This design comes from an exercise in tuning for small area on the open sky130 flow, not from production work.
At most, simulation tests tie the RTL to the original design; equivalence was not proved.
The clock port is modelled as an ideal driver; clocking choices that lean on that would not hold on a real chip.
Power figures rest on the tool's default switching activity, not on a simulated workload.

## image_capture_top
module image_capture_top (
  input  logic          clk,
  input  logic          mem_reset,
  input  logic          trigger,
  input  logic [15:0]   height,       
  input  logic [28:0]   start_addr,   
  input  logic [25:0]   s_beat,       
  input  logic          s_valid,
  output logic          s_ready,
  output logic          frame_done,
  output logic          skipped,
  output logic          mem_wr_req,
  output logic [156:0]  mem_wr_cmd,   
  input  logic          mem_wr_ack,
  output logic          frame_written
);
  localparam logic [1:0] C_IDLE = 2'd0, C_WAIT = 2'd1, C_STORE = 2'd2;   
  localparam logic [1:0] W_IDLE = 2'd0, W_REQ = 2'd1, W_ACK = 2'd2;     
  logic [1:0]  cap_state;
  logic        armed;
  logic [15:0] line_cnt;
  logic        frame_active;     
  logic [1:0]  slot;
  logic        out_valid;        
  logic [95:0] acc;              
  localparam int RN = 15;        
  logic [95:0] ring [RN];
  logic [95:0] stage;            
  logic [3:0]  stage_pos;        
  logic [3:0]  ld_sel;           
  logic [3:0]  ld_keep;          
  logic [3:0]  tail_pos;         
  logic [RN-1:0] head_oh;        
  logic [4:0]  count;
  logic [95:0] head;             
  logic        head_ok;          
  logic [1:0]  wr_state;
  logic        active_q;
  logic [28:0] wr_addr;
  logic sof, eol;
  logic fwd, pix_ready, pix_fire, line_last;
  ...
Size: about 3500 cells after synthesis, ~1800 flip-flops, ~240 I/O pins, about 52000 um2 of cells after synthesis.
clock: 4.5 ns
lec_check: 0
cap_margin: 20
core_margin: 2
core_utilization: 65
slew_margin: 20
standard.sh (not shown) runs the stock make flow with config.mk's settings and CLKGATE_MAP_FILE= SYNTH_SCRIPT=/design/flow/synth_recipe.tcl, a recipe that flattens the netlist after the stock synthesis.
==> flow/flow/run.sh <==
#!/bin/bash
# Standard ORFS layout with smaller port buffers, a clock tree without dummy loads,
# and a greedy downsizing pass after CTS (flow/downsize.tcl).
set -euo pipefail
export BUFFER_PORTS_ARGS="-buffer_cell sky130_fd_sc_hd__buf_1"
export CTS_ARGS="-sink_clustering_enable -repair_clock_nets -dont_use_dummy_load -buf_list sky130_fd_sc_hd__clkbuf_16 -sink_clustering_size 30 -sink_clustering_max_diameter 50"
export POST_CTS_TCL="$PWD/flow/downsize.tcl"
bash standard.sh > standard.log 2>&1
==> flow/flow/downsize.tcl <==
# Greedy downsizing after CTS: give each upsized cell the smallest cell of its family
# that keeps the worst setup slack above a margin and every slew and capacitance at
# least 20% inside its limit. Registers keep their type, only the drive changes.
set ds_margin 0.2
if { [info exists ::env(DOWNSIZE_MARGIN)] } { set ds_margin $::env(DOWNSIZE_MARGIN) }
proc ds_smaller { master } {
  if { ![regexp {^(sky130_fd_sc_hd__[a-z0-9]+)_([0-9]+)$} $master -> base drive] } { return {} }
  set area [get_property [get_lib_cells */$master] area]
  set out {}
  foreach d {0 1 2 3 4 6 8 12} {
    if { $d >= $drive } { break }
    set lc [get_lib_cells -quiet */${base}_$d]
    if { [llength $lc] > 0 && [get_property $lc area] < $area } { lappend out ${base}_$d }
  }
  return $out
}
# limits: the margins, or the starting values where those are already tighter
set ::ds_slack_min [expr {min($ds_margin * 1e-9, [sta::worst_slack_cmd max])}]
set ::ds_slew_min [expr {min(0.2, [sta::max_slew_check_slack_limit])}]
set ::ds_cap_min [expr {min(0.2, [sta::max_capacitance_check_slack_limit])}]
proc ds_ok { margin } {
  if { [sta::worst_slack_cmd max] < $::ds_slack_min } { return 0 }
  if { [sta::max_slew_check_slack_limit] < $::ds_slew_min } { return 0 }
  if { [sta::max_capacitance_check_slack_limit] < $::ds_cap_min } { return 0 }
  return 1
}
set tried 0
set done 0
foreach inst [get_cells *] {
  set name [get_full_name $inst]
  set master [get_property $inst ref_name]
  if { [regexp {clkbuf|clkinv|clkdly|tap|fill|decap|conb|diode} $master] } { continue }
  if { [string match "clk*" $name] } { continue }
  set cands [ds_smaller $master]
  if { [llength $cands] == 0 } { continue }
  incr tried
  set kept $master
  foreach c $cands {
    replace_cell $name $c
    if { [ds_ok $ds_margin] } { set kept $c; break }
  }
  if { $kept == $master } { replace_cell $name $master } else { incr done }
}
puts "downsize: $done of $tried cells made smaller"
The baseline finished with timing, DRC and antenna clean.
Next try:
--- a/flow/flow/downsize.tcl
+++ b/flow/flow/downsize.tcl
@@ -16,11 +16,12 @@
 }
 # limits: the margins, or the starting values where those are already tighter
-set ::ds_slack_min [expr {min($ds_margin * 1e-9, [sta::worst_slack_cmd max])}]
-set ::ds_slew_min [expr {min(0.2, [sta::max_slew_check_slack_limit])}]
-set ::ds_cap_min [expr {min(0.2, [sta::max_capacitance_check_slack_limit])}]
+set ds_slack_min [expr {min($ds_margin * 1e-9, [sta::worst_slack_cmd max])}]
+set ds_slew_min [expr {min(0.2, [sta::max_slew_check_slack_limit])}]
+set ds_cap_min [expr {min(0.2, [sta::max_capacitance_check_slack_limit])}]
 proc ds_ok { margin } {
-  if { [sta::worst_slack_cmd max] < $::ds_slack_min } { return 0 }
-  if { [sta::max_slew_check_slack_limit] < $::ds_slew_min } { return 0 }
-  if { [sta::max_capacitance_check_slack_limit] < $::ds_cap_min } { return 0 }
+  global ds_slack_min ds_slew_min ds_cap_min
+  if { [sta::worst_slack_cmd max] < $ds_slack_min } { return 0 }
+  if { [sta::max_slew_check_slack_limit] < $ds_slew_min } { return 0 }
+  if { [sta::max_capacitance_check_slack_limit] < $ds_cap_min } { return 0 }
   return 1
 }
What happened: The new run never finished: it broke off in clock tree synthesis; synthesized area is unchanged; synthesized cell count stays the same.
Next try:
==> flow/flow/run.sh (replaced) <==
#!/bin/bash
# Standard ORFS layout with smaller port buffers, a clock tree without dummy loads,
# and a greedy downsizing pass after CTS (flow/downsize.tcl).
set -euo pipefail
export BUFFER_PORTS_ARGS="-buffer_cell sky130_fd_sc_hd__buf_1"
export CTS_ARGS="-sink_clustering_enable -repair_clock_nets -dont_use_dummy_load -buf_list sky130_fd_sc_hd__clkbuf_8 -sink_clustering_size 20 -sink_clustering_max_diameter 50"
export POST_CTS_TCL="$PWD/flow/downsize.tcl"
bash standard.sh > standard.log 2>&1
--- a/flow/flow/downsize.tcl
+++ b/flow/flow/downsize.tcl
@@ -15,13 +15,8 @@
   return $out
 }
-# limits: the margins, or the starting values where those are already tighter
-set ds_slack_min [expr {min($ds_margin * 1e-9, [sta::worst_slack_cmd max])}]
-set ds_slew_min [expr {min(0.2, [sta::max_slew_check_slack_limit])}]
-set ds_cap_min [expr {min(0.2, [sta::max_capacitance_check_slack_limit])}]
 proc ds_ok { margin } {
-  global ds_slack_min ds_slew_min ds_cap_min
-  if { [sta::worst_slack_cmd max] < $ds_slack_min } { return 0 }
-  if { [sta::max_slew_check_slack_limit] < $ds_slew_min } { return 0 }
-  if { [sta::max_capacitance_check_slack_limit] < $ds_cap_min } { return 0 }
+  if { [sta::worst_slack_cmd max] < [expr {$margin * 1e-9}] } { return 0 }
+  if { [sta::max_slew_check_slack_limit] < 0.2 } { return 0 }
+  if { [sta::max_capacitance_check_slack_limit] < 0.2 } { return 0 }
   return 1
 }
- The changed run finished with timing, DRC and antenna clean
- synthesized cell count stays the same
- area after synthesis is unchanged
Next try:
--- a/flow/flow/downsize.tcl
+++ b/flow/flow/downsize.tcl
@@ -15,8 +15,13 @@
   return $out
 }
+# limits: the margins, or the starting values where those are already tighter
+set ds_slack_min [expr {min($ds_margin * 1e-9, [sta::worst_slack_cmd max])}]
+set ds_slew_min [expr {min(0.2, [sta::max_slew_check_slack_limit])}]
+set ds_cap_min [expr {min(0.2, [sta::max_capacitance_check_slack_limit])}]
 proc ds_ok { margin } {
-  if { [sta::worst_slack_cmd max] < [expr {$margin * 1e-9}] } { return 0 }
-  if { [sta::max_slew_check_slack_limit] < 0.2 } { return 0 }
-  if { [sta::max_capacitance_check_slack_limit] < 0.2 } { return 0 }
+  global ds_slack_min ds_slew_min ds_cap_min
+  if { [sta::worst_slack_cmd max] < $ds_slack_min } { return 0 }
+  if { [sta::max_slew_check_slack_limit] < $ds_slew_min } { return 0 }
+  if { [sta::max_capacitance_check_slack_limit] < $ds_cap_min } { return 0 }
   return 1
 }
=>
- The changed run failed in clock tree synthesis
- synthesized area stays the same
- synthesized cell count does not change
Next try:
==> flow/flow/run.sh (replaced) <==
#!/bin/bash
# Standard ORFS layout with smaller port buffers, a clock tree without dummy loads,
# and a greedy downsizing pass after CTS (flow/downsize.tcl).
set -euo pipefail
export BUFFER_PORTS_ARGS="-buffer_cell sky130_fd_sc_hd__buf_1"
export CTS_ARGS="-sink_clustering_enable -repair_clock_nets -dont_use_dummy_load -buf_list sky130_fd_sc_hd__clkbuf_8"
export POST_CTS_TCL="$PWD/flow/downsize.tcl"
bash standard.sh > standard.log 2>&1
--- a/flow/flow/downsize.tcl
+++ b/flow/flow/downsize.tcl
@@ -16,12 +16,11 @@
 }
 # limits: the margins, or the starting values where those are already tighter
-set ds_slack_min [expr {min($ds_margin * 1e-9, [sta::worst_slack_cmd max])}]
-set ds_slew_min [expr {min(0.2, [sta::max_slew_check_slack_limit])}]
-set ds_cap_min [expr {min(0.2, [sta::max_capacitance_check_slack_limit])}]
+set ::ds_slack_min [expr {min($ds_margin * 1e-9, [sta::worst_slack_cmd max])}]
+set ::ds_slew_min [expr {min(0.2, [sta::max_slew_check_slack_limit])}]
+set ::ds_cap_min [expr {min(0.2, [sta::max_capacitance_check_slack_limit])}]
 proc ds_ok { margin } {
-  global ds_slack_min ds_slew_min ds_cap_min
-  if { [sta::worst_slack_cmd max] < $ds_slack_min } { return 0 }
-  if { [sta::max_slew_check_slack_limit] < $ds_slew_min } { return 0 }
-  if { [sta::max_capacitance_check_slack_limit] < $ds_cap_min } { return 0 }
+  if { [sta::worst_slack_cmd max] < $::ds_slack_min } { return 0 }
+  if { [sta::max_slew_check_slack_limit] < $::ds_slew_min } { return 0 }
+  if { [sta::max_capacitance_check_slack_limit] < $::ds_cap_min } { return 0 }
   return 1
 }
With this change the flow finished clean.
Synthesized cell count does not change.
Synthesized area is unchanged.


image_capture_top, a different RTL version from the one above (not shown whole).
Size in the first run: ~4,000 cells after synthesis, roughly 1,800 flip-flops, roughly 240 I/O pins, roughly 0.055 mm² of cells after synthesis.
export LEC_CHECK = 0
export CAP_MARGIN = 20
export CORE_MARGIN = 2
export CORE_UTILIZATION = 65
export SLEW_MARGIN = 20
create_clock -name core_clock -period 4.5 [get_ports {clk}]
==> flow/flow/run.sh <==
#!/bin/bash
# Standard ORFS layout with smaller port buffers and a clock tree without dummy loads.
set -euo pipefail
export BUFFER_PORTS_ARGS="-buffer_cell sky130_fd_sc_hd__buf_1"
export CTS_ARGS="-sink_clustering_enable -repair_clock_nets -dont_use_dummy_load -buf_list sky130_fd_sc_hd__clkbuf_4 -sink_clustering_size 10 -sink_clustering_max_diameter 40"
bash standard.sh > standard.log 2>&1
The baseline finished clean.
Change:
==> flow/flow/run.sh (replaced) <==
#!/bin/bash
# Standard ORFS layout with smaller port buffers, a clock tree without dummy loads,
# and a greedy downsizing pass after CTS (flow/downsize.tcl).
set -euo pipefail
export BUFFER_PORTS_ARGS="-buffer_cell sky130_fd_sc_hd__buf_1"
export CTS_ARGS="-sink_clustering_enable -repair_clock_nets -dont_use_dummy_load -buf_list sky130_fd_sc_hd__clkbuf_8 -sink_clustering_size 20 -sink_clustering_max_diameter 50"
export POST_CTS_TCL="$PWD/flow/downsize.tcl"
bash standard.sh > standard.log 2>&1
==> flow/flow/downsize.tcl (new file) <==
# Greedy downsizing after CTS: give each upsized cell the smallest cell of its family
# that keeps the worst setup slack above a margin and every slew and capacitance at
# least 20% inside its limit. Registers keep their type, only the drive changes.
set ds_margin 0.2
if { [info exists ::env(DOWNSIZE_MARGIN)] } { set ds_margin $::env(DOWNSIZE_MARGIN) }
proc ds_smaller { master } {
  if { ![regexp {^(sky130_fd_sc_hd__[a-z0-9]+)_([0-9]+)$} $master -> base drive] } { return {} }
  set area [get_property [get_lib_cells */$master] area]
  set out {}
  foreach d {0 1 2 3 4 6 8 12} {
    if { $d >= $drive } { break }
    set lc [get_lib_cells -quiet */${base}_$d]
    if { [llength $lc] > 0 && [get_property $lc area] < $area } { lappend out ${base}_$d }
  }
  return $out
}
proc ds_ok { margin } {
  if { [sta::worst_slack_cmd max] < [expr {$margin * 1e-9}] } { return 0 }
  if { [sta::max_slew_check_slack_limit] < 0.2 } { return 0 }
  if { [sta::max_capacitance_check_slack_limit] < 0.2 } { return 0 }
  return 1
}
set tried 0
set done 0
foreach inst [get_cells *] {
  set name [get_full_name $inst]
  set master [get_property $inst ref_name]
  if { [regexp {clkbuf|clkinv|clkdly|tap|fill|decap|conb|diode} $master] } { continue }
  if { [string match "clk*" $name] } { continue }
  set cands [ds_smaller $master]
  if { [llength $cands] == 0 } { continue }
  incr tried
  set kept $master
  foreach c $cands {
    replace_cell $name $c
    if { [ds_ok $ds_margin] } { set kept $c; break }
  }
  if { $kept == $master } { replace_cell $name $master } else { incr done }
}
puts "downsize: $done of $tried cells made smaller"
Effect: Count of clock-buffer cells in the layout drops by 68. Flip-flop and latch count stays the same. Register-to-register slack is worse by 0.04 ns. Synthesized cell count is unchanged. Synthesized area stays the same. Routed wire length shrinks by about 2.1%. Final area went down by 0.38%.
Change:
==> flow/flow/run.sh (replaced) <==
#!/bin/bash
# Standard ORFS layout with smaller port buffers and a clock tree without dummy loads.
set -euo pipefail
export BUFFER_PORTS_ARGS="-buffer_cell sky130_fd_sc_hd__buf_1"
export CTS_ARGS="-sink_clustering_enable -repair_clock_nets -dont_use_dummy_load -buf_list sky130_fd_sc_hd__clkbuf_8 -sink_clustering_size 20 -sink_clustering_max_diameter 50"
bash standard.sh > standard.log 2>&1
removed: flow/flow/downsize.tcl
Routed wire length stays flat.
Total power stays flat.
Sequential share of layout area fell by 0.11 points.
Cell area is about the same.
Setup slack gains 0.11 ns.
Function was not checked in any run of this note: the RTL went through the layout flow alone.

[static timing again, ports no longer ideal]
The results above use ideal ports. As a check the final layouts listed here were re-extracted and re-timed, cells and wires unchanged. Step 1 sets driving cells, clkbuf_16 on the clock port and buf_2 on the other inputs (assumed; they add their load-dependent delay and slew). Step 2 also shifts input and output timing later by t, the mid clock arrival at the registers, as if the neighbouring blocks saw the same clock. a / b / c = ideal / step 1 / step 2; a / b = the first two.
| run | t, ns | setup slack, ns | hold slack, ns | worst register clock-pin slew, ns |
|---|---|---|---|---|
| the first run of note 1 | 0.764 | 0.402 / 0.402 / -0.210 | 0.288 / 0.255 / 0.288 | 0.09 / 0.09 |
| the third run of note 1 | 0.838 | 1.295 / 1.295 / 0.733 | 0.223 / 0.182 / 0.293 | 0.12 / 0.12 |
| the fifth run of note 1 | 0.923 | 0.392 / 0.392 / -0.200 | 0.158 / 0.117 / 0.266 | 0.07 / 0.07 |
| the first run of note 2 | 1.184 | 0.087 / 0.019 / 0.953 | 0.079 / 0.041 / 0.292 | 0.12 / 0.12 |
| the second run of note 2 | 0.854 | 0.083 / 0.020 / 0.874 | 0.241 / 0.208 / 0.303 | 0.12 / 0.12 |
| the third run of note 2 | 0.854 | 0.198 / 0.132 / 0.986 | 0.243 / 0.208 / 0.296 | 0.12 / 0.12 |
With both steps, setup timing fails in the first run of note 1 and the fifth run of note 1, where it was met with ideal ports. The setup slack of the first run of note 1, which loses most, moves by 0.000 ns with the drivers and by -0.612 ns with both steps.
